Background: an optimization exercise with open tools, aiming at a short achievable clock period and few clock cycles. Do not read the settings as production practice.
Function was checked by simulation only, so behaviour that the tests miss may differ from the original.
Power and IR drop assume default switching activity.

==> run E <==
==> flow/design.v <==
`default_nettype none
package mips_pkg;
        typedef logic [31:0] word_t;
        localparam logic [5:0] OP_SPECIAL = 6'h00;
        localparam logic [5:0] OP_BEQ     = 6'h04;
        localparam logic [5:0] OP_BNE     = 6'h05;
        localparam logic [5:0] OP_BLEZ    = 6'h06;
        localparam logic [5:0] OP_BGTZ    = 6'h07;
        localparam logic [5:0] OP_ADDIU   = 6'h09;
        localparam logic [5:0] OP_LW      = 6'h23;
        localparam logic [5:0] OP_SW      = 6'h2B;
        localparam logic [5:0] FN_JR   = 6'h08;
        localparam logic [5:0] FN_ADDU = 6'h21;
        localparam logic [5:0] FN_SUBU = 6'h23;
        localparam logic [5:0] FN_AND  = 6'h24;
        localparam logic [5:0] FN_OR   = 6'h25;
        localparam logic [5:0] FN_SLT  = 6'h2A;
        localparam logic [4:0] REG_V0 = 5'd2;
endpackage
`default_nettype wire
`timescale 1ns/1ps
`default_nettype none
module mips_control (
        input  mips_pkg::word_t instr,
        output logic            uses_rs,
        output logic            uses_rt,
        output logic [4:0]      dest,
        output logic            alu_wr,      
        output logic            ld,
        output logic            ld_wr,       
        output logic            st,
        output logic            use_imm,
        output logic            op_sub,
        output logic            op_and,
        output logic            op_or,
        output logic            op_slt,
        output logic            br_eq,
        output logic            br_ne,
        output logic            br_lez,
        output logic            br_gtz,
        output logic            br_jr
);
        logic [5:0] opcode;
        logic [5:0] funct;
        logic       special;
        logic       r_alu;
        logic       alu_i;
        assign opcode  = instr[31:26];
        assign funct   = instr[5:0];
        assign special = (opcode == mips_pkg::OP_SPECIAL);
        always_comb begin
                op_sub = 1'b0;
                op_and = 1'b0;
                op_or  = 1'b0;
                op_slt = 1'b0;
                r_alu  = 1'b0;
                br_jr  = 1'b0;
                case (funct)
                        mips_pkg::FN_ADDU: r_alu = special;
                        mips_pkg::FN_SUBU: begin r_alu = special; op_sub = 1'b1; end
                        mips_pkg::FN_AND:  begin r_alu = special; op_and = 1'b1; end
                        mips_pkg::FN_OR:   begin r_alu = special; op_or  = 1'b1; end
                        mips_pkg::FN_SLT:  begin r_alu = special; op_slt = 1'b1; op_sub = 1'b1; end
                        mips_pkg::FN_JR:   br_jr = special;
                        default: ;
                endcase
                if (!special) begin
                        op_sub = 1'b0;
                        op_and = 1'b0;
                        op_or  = 1'b0;
                        op_slt = 1'b0;
                end
        end
        assign alu_i   = (opcode == mips_pkg::OP_ADDIU);
        assign ld      = (opcode == mips_pkg::OP_LW);
        assign st      = (opcode == mips_pkg::OP_SW);
        assign br_eq   = (opcode == mips_pkg::OP_BEQ);
        assign br_ne   = (opcode == mips_pkg::OP_BNE);
        assign br_lez  = (opcode == mips_pkg::OP_BLEZ);
        assign br_gtz  = (opcode == mips_pkg::OP_BGTZ);
        assign use_imm = !special;
        assign dest    = special ? instr[15:11] : instr[20:16];
        assign alu_wr  = (r_alu | alu_i) & (dest != 5'd0);
        assign ld_wr   = ld & (instr[20:16] != 5'd0);
        assign uses_rs = r_alu | br_jr | alu_i | ld | st | br_eq | br_ne | br_lez | br_gtz;
        assign uses_rt = r_alu | st | br_eq | br_ne;
endmodule
`default_nettype wire
`timescale 1ns/1ps
`default_nettype none
module mips_regfile (
        input  logic            clk,
        input  logic            arst_n,
        input  logic            we,
        input  logic [4:0]      wa,
        input  mips_pkg::word_t wd,
        input  logic [4:0]      rs_addr,
        input  logic [4:0]      rt_addr,
        output mips_pkg::word_t rs_data,
        output mips_pkg::word_t rt_data,
        output mips_pkg::word_t v0
);
        mips_pkg::word_t regs [32];
        assign regs[0] = '0;
        for (genvar i = 1; i < 32; i++) begin : g_reg
                always_ff @(posedge clk or negedge arst_n) begin
                        if (!arst_n) begin
                                regs[i] <= '0;
                        end else if (we && wa == i) begin
                                regs[i] <= wd;
                        end
                end
        end
        assign rs_data = regs[rs_addr];
        assign rt_data = regs[rt_addr];
        assign v0      = regs[mips_pkg::REG_V0];
endmodule
`default_nettype wire
`timescale 1ns/1ps
`default_nettype none
module mips_alu (
        input  mips_pkg::word_t a,
        input  mips_pkg::word_t b,
        input  mips_pkg::word_t opb,
        input  logic            cin,
        input  logic            op_and,
        input  logic            op_or,
        input  logic            op_slt,
        output mips_pkg::word_t sum,
        output mips_pkg::word_t result
);
        logic lt;
        assign sum = a + opb + {31'd0, cin};
        assign lt  = (a[31] ^ b[31]) ? a[31] : sum[31];
        always_comb begin
                if (op_and)      result = a & b;
                else if (op_or)  result = a | b;
                else if (op_slt) result = {31'd0, lt};
                else             result = sum;
        end
endmodule
`default_nettype wire
`timescale 1ns/1ps
`default_nettype none
module mips_pc_unit #(
        parameter mips_pkg::word_t RESET_VECTOR = 32'hBFC0_0000
) (
        input  logic            clk,
        input  logic            arst_n,
        input  logic            clk_enable,
        input  logic            taken,
        input  logic            take_jr,
        input  mips_pkg::word_t jr_target,
        input  mips_pkg::word_t offset,
        input  logic            e_busy,
        output mips_pkg::word_t pc,
        output logic            fv,
        output logic            active
);
        mips_pkg::word_t pc_plus4;
        mips_pkg::word_t br_target;
        mips_pkg::word_t next_pc;
        assign pc_plus4  = pc + 32'd4;
        assign br_target = pc + {offset[29:0], 2'b00};
        assign next_pc   = !taken ? pc_plus4 : take_jr ? jr_target : br_target;
        always_ff @(posedge clk or negedge arst_n) begin
                if (!arst_n) begin
                        pc     <= RESET_VECTOR;
                        fv     <= 1'b1;
                        active <= 1'b1;
                end else if (clk_enable) begin
                        if (fv) begin
                                pc <= next_pc;
                                fv <= (next_pc != '0);
                        end
                        if (!fv && !e_busy) begin
                                active <= 1'b0;
                        end
                end
        end
endmodule
`default_nettype wire
`timescale 1ns/1ps
`default_nettype none
module mips_cpu_harvard #(
        parameter mips_pkg::word_t RESET_VECTOR = 32'hBFC0_0000
) (
        input  logic            clk,
        input  logic            arst_n,
        output logic            active,
        output mips_pkg::word_t register_v0,
        input  logic            clk_enable,
        output mips_pkg::word_t instr_address,
        input  mips_pkg::word_t instr_readdata,
        output mips_pkg::word_t data_address,
        output logic            data_write,
        output logic            data_read,
        output mips_pkg::word_t data_writedata,
        input  mips_pkg::word_t data_readdata
);
        mips_pkg::word_t pc;
        logic            fv;
        logic            d_uses_rs, d_uses_rt;
        logic [4:0]      d_dest;
        logic            d_alu_wr, d_ld, d_ld_wr, d_st, d_use_imm;
        logic            d_sub, d_and, d_or, d_slt;
        logic            d_beq, d_bne, d_blez, d_bgtz, d_jr;
        logic [4:0]      rs, rt;
        mips_pkg::word_t rf_rs, rf_rt;
        mips_pkg::word_t fwd_rs, fwd_rt;
        logic            ld_rs, ld_rt;
        logic            e_alu_wr, e_ld, e_ld_wr, e_st;
        logic            e_and, e_or, e_slt;
        logic            e_beq, e_bne, e_blez, e_bgtz, e_jr;
        logic [4:0]      e_dest;
        mips_pkg::word_t e_a, e_b, e_opb, e_imm;
        logic            e_cin;
        logic            e_a_ld, e_b_ld, e_opb_ld;
        mips_pkg::word_t x_a, x_b, x_opb;
        mips_pkg::word_t alu_sum, alu_res;
        logic            a_zero, eq, taken;
        logic            m_ld, m_wr, m_st, m_v0;
        mips_pkg::word_t rf_v0;
        logic [4:0]      m_dest;
        mips_pkg::word_t m_addr, m_wdata, m_res, m_val;
        assign instr_address = pc;
        assign rs = instr_readdata[25:21];
        assign rt = instr_readdata[20:16];
        mips_control u_control (
                .instr   (instr_readdata),
                .uses_rs (d_uses_rs),
                .uses_rt (d_uses_rt),
                .dest    (d_dest),
                .alu_wr  (d_alu_wr),
                .ld      (d_ld),
                .ld_wr   (d_ld_wr),
                .st      (d_st),
                .use_imm (d_use_imm),
                .op_sub  (d_sub),
                .op_and  (d_and),
                .op_or   (d_or),
                .op_slt  (d_slt),
                .br_eq   (d_beq),
                .br_ne   (d_bne),
                .br_lez  (d_blez),
                .br_gtz  (d_bgtz),
                .br_jr   (d_jr)
        );
        mips_regfile u_regfile (
                .clk     (clk),
                .arst_n  (arst_n),
                .we      (clk_enable & m_wr),
                .wa      (m_dest),
                .wd      (m_val),
                .rs_addr (rs),
                .rt_addr (rt),
                .rs_data (rf_rs),
                .rt_data (rf_rt),
                .v0      (rf_v0)
        );
        always_comb begin
                if (e_alu_wr && e_dest == rs)     fwd_rs = alu_res;
                else if (m_wr && m_dest == rs)    fwd_rs = m_val;
                else                              fwd_rs = rf_rs;
                if (e_alu_wr && e_dest == rt)     fwd_rt = alu_res;
                else if (m_wr && m_dest == rt)    fwd_rt = m_val;
                else                              fwd_rt = rf_rt;
        end
        assign ld_rs = e_ld_wr && e_dest == rs;
        assign ld_rt = e_ld_wr && e_dest == rt;
        always_ff @(posedge clk or negedge arst_n) begin
                if (!arst_n) begin
                        e_alu_wr  <= 1'b0;
                        e_ld      <= 1'b0;
                        e_ld_wr   <= 1'b0;
                        e_st      <= 1'b0;
                        e_and     <= 1'b0;
                        e_or      <= 1'b0;
                        e_slt     <= 1'b0;
                        e_beq     <= 1'b0;
                        e_bne     <= 1'b0;
                        e_blez    <= 1'b0;
                        e_bgtz    <= 1'b0;
                        e_jr      <= 1'b0;
                        e_dest    <= '0;
                        e_a       <= '0;
                        e_b       <= '0;
                        e_imm     <= '0;
                        e_opb     <= '0;
                        e_cin     <= 1'b0;
                        e_a_ld    <= 1'b0;
                        e_b_ld    <= 1'b0;
                        e_opb_ld  <= 1'b0;
                end else if (clk_enable) begin
                        e_alu_wr  <= fv & d_alu_wr;
                        e_ld      <= fv & d_ld;
                        e_ld_wr   <= fv & d_ld_wr;
                        e_st      <= fv & d_st;
                        e_beq     <= fv & d_beq;
                        e_bne     <= fv & d_bne;
                        e_blez    <= fv & d_blez;
                        e_bgtz    <= fv & d_bgtz;
                        e_jr      <= fv & d_jr;
                        e_and     <= d_and;
                        e_or      <= d_or;
                        e_slt     <= d_slt;
                        e_dest    <= d_dest;
                        e_a       <= fwd_rs;
                        e_b       <= fwd_rt;
                        e_imm     <= {{16{instr_readdata[15]}}, instr_readdata[15:0]};
                        e_opb     <= d_use_imm ? {{16{instr_readdata[15]}}, instr_readdata[15:0]}
                                               : (d_sub ? ~fwd_rt : fwd_rt);
                        e_cin     <= d_sub;
                        e_a_ld    <= ld_rs;
                        e_b_ld    <= ld_rt;
                        e_opb_ld  <= ld_rt & ~d_use_imm;
                end
        end
        assign x_a   = e_a_ld ? data_readdata : e_a;
        assign x_b   = e_b_ld ? data_readdata : e_b;
        assign x_opb = e_opb_ld ? (data_readdata ^ {32{e_cin}}) : e_opb;
        mips_alu u_alu (
                .a      (x_a),
                .b      (x_b),
                .opb    (x_opb),
                .cin    (e_cin),
                .op_and (e_and),
                .op_or  (e_or),
                .op_slt (e_slt),
                .sum    (alu_sum),
                .result (alu_res)
        );
        assign a_zero = (x_a == '0);
        assign eq     = (x_a == x_b);
        assign taken  = (e_beq & eq) | (e_bne & ~eq) | (e_blez & (x_a[31] | a_zero)) |
                        (e_bgtz & ~x_a[31] & ~a_zero) | e_jr;
        mips_pc_unit #(
                .RESET_VECTOR (RESET_VECTOR)
        ) u_pc_unit (
                .clk        (clk),
                .arst_n     (arst_n),
                .clk_enable (clk_enable),
                .taken      (taken),
                .take_jr    (e_jr),
                .jr_target  (x_a),
                .offset     (e_imm),
                .e_busy     (e_ld | e_st),
                .pc         (pc),
                .fv         (fv),
                .active     (active)
        );
        always_ff @(posedge clk or negedge arst_n) begin
                if (!arst_n) begin
                        m_ld    <= 1'b0;
                        m_wr    <= 1'b0;
                        m_v0    <= 1'b0;
                        m_res   <= '0;
                        m_st    <= 1'b0;
                        m_dest  <= '0;
                        m_addr  <= '0;
                        m_wdata <= '0;
                end else if (clk_enable) begin
                        m_ld    <= e_ld;
                        m_wr    <= e_ld_wr | e_alu_wr;
                        m_v0    <= e_alu_wr && e_dest == mips_pkg::REG_V0;
                        m_res   <= alu_res;
                        m_st    <= e_st;
                        m_dest  <= e_dest;
                        m_addr  <= alu_sum;
                        m_wdata <= x_b;
                end
        end
        assign m_val = m_ld ? data_readdata : m_res;
        assign register_v0 = m_v0 ? m_res : rf_v0;
        assign data_address   = m_addr;
        assign data_writedata = m_wdata;
        assign data_read      = m_ld;
        assign data_write     = m_st & clk_enable;
endmodule
`default_nettype wire
==> flow/flow/run.sh <==
#!/bin/bash
set -euo pipefail
MARGIN=$(cat flow/margin.txt)
bash standard.sh SETUP_SLACK_MARGIN=$MARGIN finish > make_finish.log 2>&1
test -s out/final.def
==> flow/flow/margin.txt <==
6.7
==> flow/standard.sh <==
#!/bin/bash
# synth_recipe.tcl (not shown) runs the flow's synth.tcl, then flattens the netlist and writes it again
# the make line also repeats each setting of config.mk as NAME=value (left out here)
make -C /OpenROAD-flow-scripts/flow DESIGN_CONFIG=/design/flow/config.mk WORK_HOME=/design/flow/orfs CLKGATE_MAP_FILE= SYNTH_SCRIPT=/design/flow/synth_recipe.tcl "${@:-finish}"
==> flow/config.mk <==
export PLATFORM = sky130hd
export DESIGN_NAME = mips_cpu_harvard
export DESIGN_NICKNAME = mips_cpu_harvard
export VERILOG_FILES = /design/flow/design.v
export SDC_FILE = /design/flow/constraint.sdc
export NUM_CORES = 4
export LEC_CHECK = 0
export CAP_MARGIN = 20
export CORE_MARGIN = 2
export CORE_UTILIZATION = 25
export PLACE_DENSITY = 0.45
export SLEW_MARGIN = 20
==> flow/constraint.sdc <==
create_clock -name core_clock -period 11.0 [get_ports {clk}]
set_input_delay 2.2000 -clock core_clock [delete_from_list [all_inputs] [get_ports {clk}]]
set_output_delay 2.2000 -clock core_clock [all_outputs]
set_load 0.01 [all_outputs]
==> run X: changes against run E <==
--- a/flow/design.v
+++ b/flow/design.v
@@ -150,2 +150,3 @@
         input  logic            clk_enable,
+        input  logic            stall,
         input  logic            taken,
@@ -171,3 +172,3 @@
                 end else if (clk_enable) begin
-                        if (fv) begin
+                        if (fv && !stall) begin
                                 pc <= next_pc;
@@ -210,3 +211,4 @@
         mips_pkg::word_t fwd_rs, fwd_rt;
-        logic            ld_rs, ld_rt;
+        logic            stall;
+        logic            go;
         logic            e_alu_wr, e_ld, e_ld_wr, e_st;
@@ -217,8 +219,5 @@
         logic            e_cin;
-        logic            e_a_ld, e_b_ld, e_opb_ld;
-        mips_pkg::word_t x_a, x_b, x_opb;
         mips_pkg::word_t alu_sum, alu_res;
         logic            a_zero, eq, taken;
-        logic            m_ld, m_wr, m_st, m_v0;
-        mips_pkg::word_t rf_v0;
+        logic            m_ld, m_wr, m_st;
         logic [4:0]      m_dest;
@@ -258,3 +257,3 @@
                 .rt_data (rf_rt),
-                .v0      (rf_v0)
+                .v0      (register_v0)
         );
@@ -268,4 +267,4 @@
         end
-        assign ld_rs = e_ld_wr && e_dest == rs;
-        assign ld_rt = e_ld_wr && e_dest == rt;
+        assign stall = e_ld_wr && ((d_uses_rs && e_dest == rs) || (d_uses_rt && e_dest == rt));
+        assign go    = fv && !stall;
         always_ff @(posedge clk or negedge arst_n) begin
@@ -290,15 +289,12 @@
                         e_cin     <= 1'b0;
-                        e_a_ld    <= 1'b0;
-                        e_b_ld    <= 1'b0;
-                        e_opb_ld  <= 1'b0;
                 end else if (clk_enable) begin
-                        e_alu_wr  <= fv & d_alu_wr;
-                        e_ld      <= fv & d_ld;
-                        e_ld_wr   <= fv & d_ld_wr;
-                        e_st      <= fv & d_st;
-                        e_beq     <= fv & d_beq;
-                        e_bne     <= fv & d_bne;
-                        e_blez    <= fv & d_blez;
-                        e_bgtz    <= fv & d_bgtz;
-                        e_jr      <= fv & d_jr;
+                        e_alu_wr  <= go & d_alu_wr;
+                        e_ld      <= go & d_ld;
+                        e_ld_wr   <= go & d_ld_wr;
+                        e_st      <= go & d_st;
+                        e_beq     <= go & d_beq;
+                        e_bne     <= go & d_bne;
+                        e_blez    <= go & d_blez;
+                        e_bgtz    <= go & d_bgtz;
+                        e_jr      <= go & d_jr;
                         e_and     <= d_and;
@@ -313,14 +309,8 @@
                         e_cin     <= d_sub;
-                        e_a_ld    <= ld_rs;
-                        e_b_ld    <= ld_rt;
-                        e_opb_ld  <= ld_rt & ~d_use_imm;
                 end
         end
-        assign x_a   = e_a_ld ? data_readdata : e_a;
-        assign x_b   = e_b_ld ? data_readdata : e_b;
-        assign x_opb = e_opb_ld ? (data_readdata ^ {32{e_cin}}) : e_opb;
         mips_alu u_alu (
-                .a      (x_a),
-                .b      (x_b),
-                .opb    (x_opb),
+                .a      (e_a),
+                .b      (e_b),
+                .opb    (e_opb),
                 .cin    (e_cin),
@@ -332,6 +322,6 @@
         );
-        assign a_zero = (x_a == '0);
-        assign eq     = (x_a == x_b);
-        assign taken  = (e_beq & eq) | (e_bne & ~eq) | (e_blez & (x_a[31] | a_zero)) |
-                        (e_bgtz & ~x_a[31] & ~a_zero) | e_jr;
+        assign a_zero = (e_a == '0);
+        assign eq     = (e_a == e_b);
+        assign taken  = (e_beq & eq) | (e_bne & ~eq) | (e_blez & (e_a[31] | a_zero)) |
+                        (e_bgtz & ~e_a[31] & ~a_zero) | e_jr;
         mips_pc_unit #(
@@ -342,7 +332,8 @@
                 .clk_enable (clk_enable),
+                .stall      (stall),
                 .taken      (taken),
                 .take_jr    (e_jr),
-                .jr_target  (x_a),
+                .jr_target  (e_a),
                 .offset     (e_imm),
-                .e_busy     (e_ld | e_st),
+                .e_busy     (e_ld_wr | e_st | e_alu_wr),
                 .pc         (pc),
@@ -355,3 +346,2 @@
                         m_wr    <= 1'b0;
-                        m_v0    <= 1'b0;
                         m_res   <= '0;
@@ -364,3 +354,2 @@
                         m_wr    <= e_ld_wr | e_alu_wr;
-                        m_v0    <= e_alu_wr && e_dest == mips_pkg::REG_V0;
                         m_res   <= alu_res;
@@ -369,3 +358,3 @@
                         m_addr  <= alu_sum;
-                        m_wdata <= x_b;
+                        m_wdata <= e_b;
                 end
@@ -373,3 +362,2 @@
         assign m_val = m_ld ? data_readdata : m_res;
-        assign register_v0 = m_v0 ? m_res : rf_v0;
         assign data_address   = m_addr;
==> flow/flow/margin.txt (replaced) <==
6.3
==> run K: changes against run E <==
--- a/flow/design.v
+++ b/flow/design.v
@@ -150,2 +150,3 @@
         input  logic            clk_enable,
+        input  logic            stall,
         input  logic            taken,
@@ -153,4 +154,5 @@
         input  mips_pkg::word_t jr_target,
+        input  logic            jr_zero,       
         input  mips_pkg::word_t offset,
-        input  logic            e_busy,
+        input  logic            busy,          
         output mips_pkg::word_t pc,
@@ -162,2 +164,5 @@
         mips_pkg::word_t next_pc;
+        logic            seq_zero;
+        logic            br_zero;
+        logic            next_zero;
         assign pc_plus4  = pc + 32'd4;
@@ -165,2 +170,5 @@
         assign next_pc   = !taken ? pc_plus4 : take_jr ? jr_target : br_target;
+        assign seq_zero  = (pc == 32'hFFFF_FFFC);
+        assign br_zero   = (br_target == '0);
+        assign next_zero = !taken ? seq_zero : take_jr ? jr_zero : br_zero;
         always_ff @(posedge clk or negedge arst_n) begin
@@ -171,7 +179,7 @@
                 end else if (clk_enable) begin
-                        if (fv) begin
+                        if (fv && !stall) begin
                                 pc <= next_pc;
-                                fv <= (next_pc != '0);
+                                fv <= !next_zero;
                         end
-                        if (!fv && !e_busy) begin
+                        if (!fv && !busy) begin
                                 active <= 1'b0;
@@ -210,3 +218,3 @@
         mips_pkg::word_t fwd_rs, fwd_rt;
-        logic            ld_rs, ld_rt;
+        logic            go;
         logic            e_alu_wr, e_ld, e_ld_wr, e_st;
@@ -215,7 +223,7 @@
         logic [4:0]      e_dest;
-        mips_pkg::word_t e_a, e_b, e_opb, e_imm;
-        logic            e_cin;
-        logic            e_a_ld, e_b_ld, e_opb_ld;
-        mips_pkg::word_t x_a, x_b, x_opb;
+        mips_pkg::word_t e_a, e_b, e_imm, opb;
+        logic            e_sub, e_use_imm;
         mips_pkg::word_t alu_sum, alu_res;
+        logic            e_a_ld, e_b_ld, e_a_m, e_b_m, e_late, e_alu_late;
+        mips_pkg::word_t x_a, x_b, opb_fwd, alu_fwd;
         logic            a_zero, eq, taken;
@@ -261,6 +269,6 @@
         always_comb begin
-                if (e_alu_wr && e_dest == rs)     fwd_rs = alu_res;
+                if (e_alu_wr && e_dest == rs)     fwd_rs = alu_fwd;
                 else if (m_wr && m_dest == rs)    fwd_rs = m_val;
                 else                              fwd_rs = rf_rs;
-                if (e_alu_wr && e_dest == rt)     fwd_rt = alu_res;
+                if (e_alu_wr && e_dest == rt)     fwd_rt = alu_fwd;
                 else if (m_wr && m_dest == rt)    fwd_rt = m_val;
@@ -268,4 +276,5 @@
         end
-        assign ld_rs = e_ld_wr && e_dest == rs;
-        assign ld_rt = e_ld_wr && e_dest == rt;
+        assign e_late     = e_a_ld | e_b_ld | e_a_m | e_b_m;
+        assign e_alu_late = e_alu_wr & e_late;
+        assign go         = fv;
         always_ff @(posedge clk or negedge arst_n) begin
@@ -287,18 +296,19 @@
                         e_b       <= '0;
-                        e_imm     <= '0;
-                        e_opb     <= '0;
-                        e_cin     <= 1'b0;
                         e_a_ld    <= 1'b0;
                         e_b_ld    <= 1'b0;
-                        e_opb_ld  <= 1'b0;
+                        e_a_m     <= 1'b0;
+                        e_b_m     <= 1'b0;
+                        e_imm     <= '0;
+                        e_sub     <= 1'b0;
+                        e_use_imm <= 1'b0;
                 end else if (clk_enable) begin
-                        e_alu_wr  <= fv & d_alu_wr;
-                        e_ld      <= fv & d_ld;
-                        e_ld_wr   <= fv & d_ld_wr;
-                        e_st      <= fv & d_st;
-                        e_beq     <= fv & d_beq;
-                        e_bne     <= fv & d_bne;
-                        e_blez    <= fv & d_blez;
-                        e_bgtz    <= fv & d_bgtz;
-                        e_jr      <= fv & d_jr;
+                        e_alu_wr  <= go & d_alu_wr;
+                        e_ld      <= go & d_ld;
+                        e_ld_wr   <= go & d_ld_wr;
+                        e_st      <= go & d_st;
+                        e_beq     <= go & d_beq;
+                        e_bne     <= go & d_bne;
+                        e_blez    <= go & d_blez;
+                        e_bgtz    <= go & d_bgtz;
+                        e_jr      <= go & d_jr;
                         e_and     <= d_and;
@@ -309,14 +319,14 @@
                         e_b       <= fwd_rt;
+                        e_a_ld    <= e_ld_wr && e_dest == rs;
+                        e_b_ld    <= e_ld_wr && e_dest == rt;
+                        e_a_m     <= e_alu_late && e_dest == rs;
+                        e_b_m     <= e_alu_late && e_dest == rt;
                         e_imm     <= {{16{instr_readdata[15]}}, instr_readdata[15:0]};
-                        e_opb     <= d_use_imm ? {{16{instr_readdata[15]}}, instr_readdata[15:0]}
-                                               : (d_sub ? ~fwd_rt : fwd_rt);
-                        e_cin     <= d_sub;
-                        e_a_ld    <= ld_rs;
-                        e_b_ld    <= ld_rt;
-                        e_opb_ld  <= ld_rt & ~d_use_imm;
+                        e_sub     <= d_sub;
+                        e_use_imm <= d_use_imm;
                 end
         end
-        assign x_a   = e_a_ld ? data_readdata : e_a;
-        assign x_b   = e_b_ld ? data_readdata : e_b;
-        assign x_opb = e_opb_ld ? (data_readdata ^ {32{e_cin}}) : e_opb;
+        assign x_a = e_a_ld ? data_readdata : e_a_m ? m_res : e_a;
+        assign x_b = e_b_ld ? data_readdata : e_b_m ? m_res : e_b;
+        assign opb = e_use_imm ? e_imm : (e_sub ? ~x_b : x_b);
         mips_alu u_alu (
@@ -324,4 +334,4 @@
                 .b      (x_b),
-                .opb    (x_opb),
-                .cin    (e_cin),
+                .opb    (opb),
+                .cin    (e_sub),
                 .op_and (e_and),
@@ -332,2 +342,14 @@
         );
+        assign opb_fwd = e_use_imm ? e_imm : (e_sub ? ~e_b : e_b);
+        mips_alu u_alu_fwd (
+                .a      (e_a),
+                .b      (e_b),
+                .opb    (opb_fwd),
+                .cin    (e_sub),
+                .op_and (e_and),
+                .op_or  (e_or),
+                .op_slt (e_slt),
+                .sum    (),
+                .result (alu_fwd)
+        );
         assign a_zero = (x_a == '0);
@@ -342,2 +364,3 @@
                 .clk_enable (clk_enable),
+                .stall      (1'b0),
                 .taken      (taken),
@@ -345,4 +368,5 @@
                 .jr_target  (x_a),
+                .jr_zero    (a_zero),
                 .offset     (e_imm),
-                .e_busy     (e_ld | e_st),
+                .busy       (e_ld | e_st),
                 .pc         (pc),
==> flow/flow/run.sh (replaced) <==
#!/bin/bash
set -euo pipefail
MARGIN=$(cat flow/margin.txt)
bash standard.sh SETUP_SLACK_MARGIN=$MARGIN ADDER_MAP_FILE= finish > make_finish.log 2>&1
test -s out/final.def
==> run P: changes against run E <==
==> flow/flow/margin.txt (replaced) <==
6.3
==> qor summary <==
quantity                                                                 run X              run K              run P              run E
Result of the run                             no timing/DRC/antenna violations  no timing/DRC/antenna violations  no timing/DRC/antenna violations  no timing/DRC/antenna violations
Fraction of area in multi-input gates                                    40.8%              44.0%              43.0%              43.0%
Combinational Power                                                    5.75 mW            6.25 mW            6.77 mW            7.66 mW
Timing startpoint of the critical path                      instr_readdata[16]  data_readdata[12]  data_readdata[27]  data_readdata[23]
Clock latency on the worst-skew pair                                   0.86 ns            0.87 ns            0.86 ns            0.86 ns
Half-perimeter wire length after placement                           226000 µm          250000 µm          246000 µm          249000 µm
Buffers plus inverters on the worst setup path                               3                  2                  3                  3
Routed wire per std cell                                               34.7 µm            36.0 µm            34.9 µm            35.8 µm
Number of gates resized after cts                                          145                632                549               1173
Instance area after placement                                       0.0711 mm²         0.0748 mm²         0.0741 mm²         0.0744 mm²
Adder-cell share of the synthesized area                                 2.50%             0.839%              2.39%              2.39%
Switching power as a share of total power                                40.4%              40.9%              40.8%              40.6%
Global router's overall resource usage                                   26.9%              28.7%              28.1%              29.3%
Worst R2R Setup Slack                                                  6.40 ns            6.35 ns            6.05 ns            6.19 ns
Share of Yosys cell area claimed by the top area cell type               48.5%              45.0%              46.6%              46.6%
Testbench counts of run E, summed over its fixed seeds: cycles 21,388.
Testbench counts of run X, summed over its fixed seeds: cycles 21,497.
Testbench counts of run K, summed over its fixed seeds: cycles 21,388.
Testbench counts of run P, summed over its fixed seeds: cycles 21,388.

-- what the ideal ports hide --
In the flow no input, the clock included, has a driving cell. The finished layouts below were timed again as built, in two steps.
Step 1 sets driving cells, clkbuf_16 on the clock port and buf_2 on the other inputs (assumed; they add their load-dependent delay and slew).
Step 2 adds t to the input delays and takes it off the output delays; t is the mean of the earliest and latest rising clock arrival at the registers after step 1. Input paths then give back, and output paths get back, about the clock's delay inside the block.
a / b / c = no drivers / after step 1 / after step 2; a / b = the first two.
run | t (ns) | setup slack, ns | worst hold slack (ns) | worst register clock-pin slew, ns | worst slew at a driven data input, ns
run E | 0.931 | 6.110 / 5.967 / 5.156 | 0.478 / 0.478 / 0.478 | 0.07 / 0.07 | 0.53
run X | 0.916 | 6.203 / 6.130 / 5.248 | 0.467 / 0.467 / 0.467 | 0.07 / 0.07 | 0.18
run K | 0.946 | 6.248 / 6.015 / 5.281 | 0.477 / 0.477 / 0.477 | 0.07 / 0.07 | 0.30
run P | 0.930 | 5.964 / 5.914 / 5.076 | 0.479 / 0.479 / 0.479 | 0.07 / 0.07 | 0.23
After both steps setup and hold are still met in every run listed. For run K, which loses most, drivers alone change the setup slack by -0.233 ns; drivers and shift together by -0.967 ns.
